Context: an optimization exercise on an open-source flow, tuned for small area and a short achievable clock period. The choices shown serve that exercise and are no tape-out recipe.
Where RTL was checked, it was by simulation tests only, not by an equivalence proof against the original.
Power is estimated from default activity; no workload was simulated.

## branch tundra
// dmem_wbuf
module dmem_wbuf #(
  parameter int DEPTH = 4,
  parameter int AW    = 6
) (
  input  logic                       clk,
  input  logic                       reset,
  input  logic                       MemWrite,
  input  logic                       MemRead,
  input  logic [31:0]                DataAdr,
  input  logic [31:0]                WriteData,
  output logic [31:0]                ReadData,
  output logic                       Stall,
  output logic                       Empty,
  output logic [$clog2(DEPTH):0]     BufCount
);
For scale: roughly 3800 cells after synthesis, roughly 2200 flip-flops, about 110 I/O pins, ~79000 µm² of cells after synthesis.
==> flow/config.mk <==
export PLATFORM = sky130hd
export DESIGN_NAME = dmem_wbuf
export DESIGN_NICKNAME = dmem_wbuf
export VERILOG_FILES = /design/flow/design.v
export SDC_FILE = /design/flow/constraint.sdc
export NUM_CORES = 4
export LEC_CHECK = 0
export CAP_MARGIN = 20
export CORE_ASPECT_RATIO = 1.27
export CORE_MARGIN = 2
export CORE_UTILIZATION = 66
export CTS_CLUSTER_DIAMETER = 70
export CTS_CLUSTER_SIZE = 30
export SETUP_SLACK_MARGIN = 2.6
export SLEW_MARGIN = 20
export SYNTH_HIERARCHICAL = 1
export SYNTH_MINIMUM_KEEP_SIZE = 0
==> flow/constraint.sdc <==
create_clock -name core_clock -period 7.0 [get_ports {clk}]
set_input_delay 1.4000 -clock core_clock [delete_from_list [all_inputs] [get_ports {clk}]]
set_output_delay 1.4000 -clock core_clock [all_outputs]
set_load 0.01 [all_outputs]
standard.sh (not shown) runs the stock make flow with config.mk's settings and CLKGATE_MAP_FILE= SYNTH_SCRIPT=/design/flow/synth_recipe.tcl, a recipe that flattens the netlist after the stock synthesis.
==> flow/flow/run.sh <==
#!/bin/bash
# Layout flow: the standard synthesis, then the standard ORFS steps with
# hooks that place the memory as two bit-column arrays (place_array.tcl), put
# the data pins next to their columns (pins.tcl), release most of the array
# and set starting drive strengths after global placement (post_gpl.tcl), and
# release the rest before detailed routing (route_pre.tcl).
set -euo pipefail
W=$PWD
F=$W/flow
bash standard.sh synth > $W/synth.log 2>&1
bash standard.sh \
  PRE_GLOBAL_PLACE_SKIP_IO_TCL=$F/place_array.tcl \
  PRE_IO_PLACEMENT_TCL=$F/pins.tcl \
  POST_GLOBAL_PLACE_TCL=$F/post_gpl.tcl \
  PRE_DETAIL_ROUTE_TCL=$F/route_pre.tcl \
  "GLOBAL_PLACEMENT_ARGS=-overflow 0.2" \
  finish > $W/layout.log 2>&1
Other scripts of this flow, unchanged in this note and not shown: flow/flow/pins.tcl, flow/flow/place_array.tcl, flow/flow/post_gpl.tcl, flow/flow/route_pre.tcl
branch tundra: full flow OK, the timing, DRC and antenna checks passed
## Diff of input files: branch indigo against branch tundra
Settings: a change of CORE_UTILIZATION from 66 to 60.
==> results.txt <==
[branch indigo] met2 demand-to-capacity share in global routing fell 6.4 points relative to branch tundra. On cell area, branch indigo tracks branch tundra almost exactly. Minimum clock period up 0.067 ns in branch indigo wrt branch tundra. Side by side, stage delay of the slowest cell on the critical path turned out lower in branch indigo than in branch tundra. Relative to branch tundra, setup slack after placement increased by 0.34 ns in branch indigo. Diff branch tundra -> branch indigo | full die area | up by a little under 10%. met1 capacity usage during global routing for branch indigo is lower than for branch tundra.

========
The RTL this note starts from:
==> flow/design.v <==
module dmem_wbuf #(
  parameter int DEPTH = 4,
  parameter int AW    = 6
) (
  input  logic                       clk,
  input  logic                       reset,
  input  logic                       MemWrite,
  input  logic                       MemRead,
  input  logic [31:0]                DataAdr,
  input  logic [31:0]                WriteData,
  output logic [31:0]                ReadData,
  output logic                       Stall,
  output logic                       Empty,
  output logic [$clog2(DEPTH):0]     BufCount
);
  logic [5:0]  adrQ [4];
  logic [31:0] datQ [4];
  logic [3:0]  vld, shd;
  logic [3:0]  headOH, tailOH;    
  logic [2:0]  count;
  logic [2047:0] ram;
  logic [5:0]  idx;
  logic [3:0]  m, hit;
  logic        drain, alloc, full, anyHit;
  logic [31:0] fwd, ramOut;
  logic [63:0] sel, we;
  logic [5:0]  wAdr;
  logic [31:0] wDat;
  assign idx  = DataAdr[7:2];
  assign full = count[2];
  assign Empty    = (count == 3'd0);
  assign BufCount = count;
  assign Stall    = MemWrite & full;
  assign alloc    = MemWrite & ~full;
  assign drain    = ~Empty & ~MemRead & reset;
  always_comb begin
    fwd = '0;
    for (int i = 0; i < 4; i++) begin
      m[i]   = (adrQ[i] == idx);
      hit[i] = vld[i] & ~shd[i] & m[i];
      fwd    = fwd | ({32{hit[i]}} & datQ[i]);
    end
    anyHit = |hit;
  end
  always_comb begin
    for (int w = 0; w < 64; w++) sel[w] = (idx == 6'(w));
  end
  for (genvar b = 0; b < 32; b++) begin : g_rd
    logic [21:0] t;
    for (genvar k = 0; k < 21; k++) begin : g_c
      dmem_wbuf_aoi222 u (.a0(ram[(3*k)*32+b]), .a1(ram[(3*k+1)*32+b]), .a2(ram[(3*k+2)*32+b]),
                          .s0(sel[3*k]), .s1(sel[3*k+1]), .s2(sel[3*k+2]), .y(t[k]));
    end
    assign t[21] = ~(ram[63*32+b] & sel[63]);
    assign ramOut[b] = ~&t;
  end
  assign ReadData = fwd | ({32{~anyHit}} & ramOut);
  always_comb begin
    wAdr = '0;
    wDat = '0;
    for (int i = 0; i < 4; i++) begin
      wAdr = wAdr | ({6{headOH[i]}} & adrQ[i]);
      wDat = wDat | ({32{headOH[i]}} & datQ[i]);
    end
    for (int w = 0; w < 64; w++) we[w] = drain & (wAdr == 6'(w));
  end
  always_ff @(posedge clk) begin
    for (int w = 0; w < 64; w++)
      if (we[w]) ram[w*32 +: 32] <= wDat;
  end
  always_ff @(posedge clk) begin
    for (int i = 0; i < 4; i++)
      if (alloc && tailOH[i]) begin
        adrQ[i] <= idx;
        datQ[i] <= WriteData;
      end
  end
  always_ff @(posedge clk) begin
    if (!reset) begin
      vld    <= '0;
      headOH <= 4'b0001;
      tailOH <= 4'b0001;
      count  <= '0;
    end else begin
      for (int i = 0; i < 4; i++) begin
        if (alloc && tailOH[i]) begin
          vld[i] <= 1'b1;
          shd[i] <= 1'b0;
        end else begin
          if (drain && headOH[i]) vld[i] <= 1'b0;
          if (alloc && m[i]) shd[i] <= 1'b1;
        end
      end
      if (alloc) tailOH <= {tailOH[2:0], tailOH[3]};
      if (drain) headOH <= {headOH[2:0], headOH[3]};
      count <= count + 3'(alloc) - 3'(drain);
    end
  end
endmodule
module dmem_wbuf_aoi222 (
  input  logic a0, a1, a2, s0, s1, s2,
  output logic y
);
  assign y = ~((a0 & s0) | (a1 & s1) | (a2 & s2));
endmodule
==> flow/config.mk <==
export PLATFORM = sky130hd
export DESIGN_NAME = dmem_wbuf
export DESIGN_NICKNAME = dmem_wbuf
export VERILOG_FILES = /design/flow/design.v
export SDC_FILE = /design/flow/constraint.sdc
export NUM_CORES = 4
export LEC_CHECK = 0
export CAP_MARGIN = 20
export CORE_MARGIN = 2
export CORE_UTILIZATION = 40
export SETUP_SLACK_MARGIN = 0.2
export SLEW_MARGIN = 20
export SYNTH_HIERARCHICAL = 1
export SYNTH_MINIMUM_KEEP_SIZE = 0
==> flow/constraint.sdc <==
create_clock -name core_clock -period 7.0 [get_ports {clk}]
set_input_delay 1.4000 -clock core_clock [delete_from_list [all_inputs] [get_ports {clk}]]
set_output_delay 1.4000 -clock core_clock [all_outputs]
set_load 0.01 [all_outputs]
run.sh (not shown) runs the stock make flow with config.mk's settings and CLKGATE_MAP_FILE= SYNTH_SCRIPT=/design/flow/synth_recipe.tcl, a recipe that flattens the netlist after the stock synthesis.
Stock flow here: none of the scripts above is used.
==> next run, changes <==
SETUP_SLACK_MARGIN = 2.6   (was 0.2)
The new run produced a clean layout.
First-iteration DRC count came out higher by 15%.
Cell count is higher by 3.4%.
Count of clock-buffer cells in the layout goes down by 9.
Power came out higher by 0.91%.
Worst setup slack is better by 880 ps.
Design area is higher by 3.7%.
Wire length is higher by 8.1%.
No functional check of the RTL was part of any run of this note.

-- afterwards: timing with drivers on the ports --
How much do the figures lean on ideal ports? The routed layouts below were timed once more, with nothing changed but the port constraints.
Step 1 (the two cells are an assumption about what drives the block):
set clk [get_ports {clk}]
set_driving_cell -lib_cell sky130_fd_sc_hd__clkbuf_16 $clk
set_driving_cell -lib_cell sky130_fd_sc_hd__buf_2 [delete_from_list [all_inputs] $clk]
Step 2 adds t to the input delays and takes it off the output delays; t is the mean of the earliest and latest rising clock arrival at the registers after step 1. Input paths then give back, and output paths get back, about the clock's delay inside the block.
a / b / c = ideal ports / drivers / drivers and shift; a / b = the first two.
run | t (ns) | slack for setup (ns) | slew at the worst register clock pin (ns) | worst slew at a driven data input, ns
branch tundra | 0.774 | 1.996 / 1.825 / 1.825 | 0.12 / 0.12 | 0.24
branch indigo | 0.804 | 1.929 / 1.752 / 1.752 | 0.11 / 0.11 | 0.18
the first run of note 2 | 0.894 | 0.206 / 0.174 / 0.174 | 0.07 / 0.07 | 0.08
the second run of note 2 | 0.914 | 1.081 / 1.050 / 1.050 | 0.07 / 0.07 | 0.14
After both steps setup and hold are still met in every run listed. For branch indigo, which loses most, drivers alone change the setup slack by -0.177 ns; drivers and shift together by -0.177 ns.
